This design comes from an exercise in tuning for small area on the open sky130 flow, not from production work.
Only simulation tests tie the RTL to the original design; equivalence was not proved.
No activity file was given, so power comes from the tool's default toggle rates.

Setup of run 1:
## flow_control_top
module flow_control_top (
    input  logic                                   pixel_clk_i,
    input  logic                                   pixel_reset_n_i,
    input  logic                                   psel_i,
    input  logic                                   penable_i,
    input  logic                                   pwrite_i,
    input  logic [7:0]                             paddr_i,
    input  logic [31:0]                            pwdata_i,
    input  logic                                   frame_valid_i,
    input  logic [flow_ctrl_pkg::IN_DATA_W-1:0]    byte_data_i,
    input  logic [flow_ctrl_pkg::IN_LANES-1:0]     byte_valid_i,
    input  logic                                   stream_stall_i,
    output logic [31:0]                            prdata_o,
    output logic                                   pready_o,
    output logic                                   pslverr_o,
    output logic                                   frame_valid_sync_o,
    output logic [flow_ctrl_pkg::OUT_DATA_W-1:0]   pixel_data_o,
    output logic [flow_ctrl_pkg::OUT_LANES-1:0]    pixel_valid_o,
    output logic [flow_ctrl_pkg::BYTE_VALID_W-1:0] byte_valid_o
);
clock: 12.0 ns
lec_check: 0
cap_margin: 10
core_margin: 2
core_utilization: 45
place_density: 0.65
slew_margin: 10
synth_hierarchical: 1
synth_minimum_keep_size: 0
standard.sh (not shown) runs the stock make flow with config.mk's settings and CLKGATE_MAP_FILE= SYNTH_SCRIPT=/design/flow/synth_recipe.tcl, a recipe that flattens the netlist after the stock synthesis.
==> flow/flow/run.sh <==
#!/bin/bash
# Layout flow: the standard layout (standard.sh) with a lighter clock tree
# (no dummy loads, clkbuf_8 leaf clusters of up to 14 sinks, clkbuf_4 above them) and single-drive
# port buffers. standard.sh's own output goes to standard_flow.log; ORFS keeps
# each step's log under orfs/logs.
set -euo pipefail
export CTS_ARGS="-sink_clustering_enable -repair_clock_nets -dont_use_dummy_load -buf_list sky130_fd_sc_hd__clkbuf_4 -sink_clustering_buffer sky130_fd_sc_hd__clkbuf_8 -sink_clustering_size 14 -sink_clustering_max_diameter 50"
export BUFFER_PORTS_ARGS="-buffer_cell sky130_fd_sc_hd__buf_1"
bash standard.sh > standard_flow.log 2>&1
[inputs] run 2 vs run 1
- a change of PLACE_DENSITY from 0.65 to 0.55
- a change of CORE_UTILIZATION from 45 to 35
- a change of SLEW_MARGIN from 10 to 20
- a change of CAP_MARGIN from 10 to 20
==> flow/flow/run.sh <==
#!/bin/bash
# Layout flow: the standard layout (standard.sh) with a lighter clock tree
# (no dummy loads, clkbuf_8 leaf clusters of up to 14 sinks) and single-drive
# port buffers. standard.sh's own output goes to standard_flow.log; ORFS keeps
# each step's log under orfs/logs.
set -euo pipefail
export CTS_ARGS="-sink_clustering_enable -repair_clock_nets -dont_use_dummy_load -buf_list sky130_fd_sc_hd__clkbuf_8 -sink_clustering_size 14 -sink_clustering_max_diameter 50"
export BUFFER_PORTS_ARGS="-buffer_cell sky130_fd_sc_hd__buf_1"
bash standard.sh > standard_flow.log 2>&1
Findings:
- Headroom to the max-slew limit (lower): run 1
- In the metrics for run 1 and run 2, the one carrying the lower global-route total usage across every layer is run 2.
- In the reports for run 1 and run 2, the smaller minimum clock period after layout belongs to run 2.
- Run 2 vs run 1: fraction of area in registers down in run 2
- Routing usage on met1: run 1 and run 2 compared, higher one is run 1
- Routed wire length on met3 (run 2 over run 1): decrease, 8100 um
--- input diff run 2..run 3 ---
- CAP_MARGIN changed from 20 to 10
- CORE_UTILIZATION changed from 35 to 38
- PLACE_DENSITY changed from 0.55 to 0.58
- SLEW_MARGIN changed from 20 to 10
Results
Run 3 against run 2: highest cell delay on the worst timing path stayed essentially flat; core occupancy in the finished layout increased 3.3 points; actual transition at the worst max-transition pin increased 0.21 ns.
The count of clock-buffer cells in the layout of run 3 is higher than that of run 2.
What run 4 does differently from run 3 at the input level:
- changing PLACE_DENSITY from 0.58 to 0.65
- changing CAP_MARGIN from 10 to 20
- changing CORE_UTILIZATION from 38 to 45
- changing SLEW_MARGIN from 10 to 20
--- a/flow/flow/run.sh
+++ b/flow/flow/run.sh
@@ -3 +3 @@
-# (no dummy loads, clkbuf_8 leaf clusters of up to 14 sinks) and single-drive
+# (no dummy loads, clkbuf_8 leaf clusters of up to 14 sinks, clkbuf_4 above them) and single-drive
@@ -7 +7 @@
-export CTS_ARGS="-sink_clustering_enable -repair_clock_nets -dont_use_dummy_load -buf_list sky130_fd_sc_hd__clkbuf_8 -sink_clustering_size 14 -sink_clustering_max_diameter 50"
+export CTS_ARGS="-sink_clustering_enable -repair_clock_nets -dont_use_dummy_load -buf_list sky130_fd_sc_hd__clkbuf_4 -sink_clustering_buffer sky130_fd_sc_hd__clkbuf_8 -sink_clustering_size 14 -sink_clustering_max_diameter 50"
Findings:
Relative to run 3, the die area measured on run 4 has decreased by more than 10%.
Area growth from synthesis to layout: run 4 vs run 3 down 1.1 points
Delta (run 4 minus run 3): least setup slack across all paths after layout fell by 0.53 ns, maximum fanout count along the critical path now smaller, via count of the first global-routing pass lost 538, core utilization went up, total wire length after detailed routing down about 5%.
Compare run 3 and run 4 | final area lower: run 4
Row power consumed by combinational cells: run 4 lower / run 3 higher
Non-clock inverter total of the final layout came out exactly the same in run 3 and run 4.
NOTE: power share of the clock group in run 4 falls short of that of run 3

-- re-timing with driven ports --
How much do the figures lean on ideal ports? The routed layouts below were timed once more, with nothing changed but the port constraints. Step 1 sets driving cells, clkbuf_16 on the clock port and buf_2 on the other inputs (assumed; they add their load-dependent delay and slew). Step 2 times the ports against the registers' clock, not the clock port: input delays grow and output delays shrink by t, the midpoint of the rising clock arrivals with the driver on. Slacks: ideal / step 1 / step 2; pairs: ideal / step 1.
run	t, ns	setup WS [ns]	clock arrival spread, ns	worst slew at a driven data input, ns
run 1	1.380	4.276 / 4.276 / 3.937	0.230 / 0.230	0.07
run 2	0.997	4.963 / 4.963 / 4.242	0.146 / 0.146	0.12
run 3	1.025	4.889 / 4.889 / 3.989	0.159 / 0.160	0.10
run 4	1.384	4.356 / 4.356 / 3.906	0.178 / 0.179	0.09
After both steps setup and hold are still met in every run listed. For run 3, which loses most, drivers alone change the setup slack by 0.000 ns; drivers and shift together by -0.900 ns.
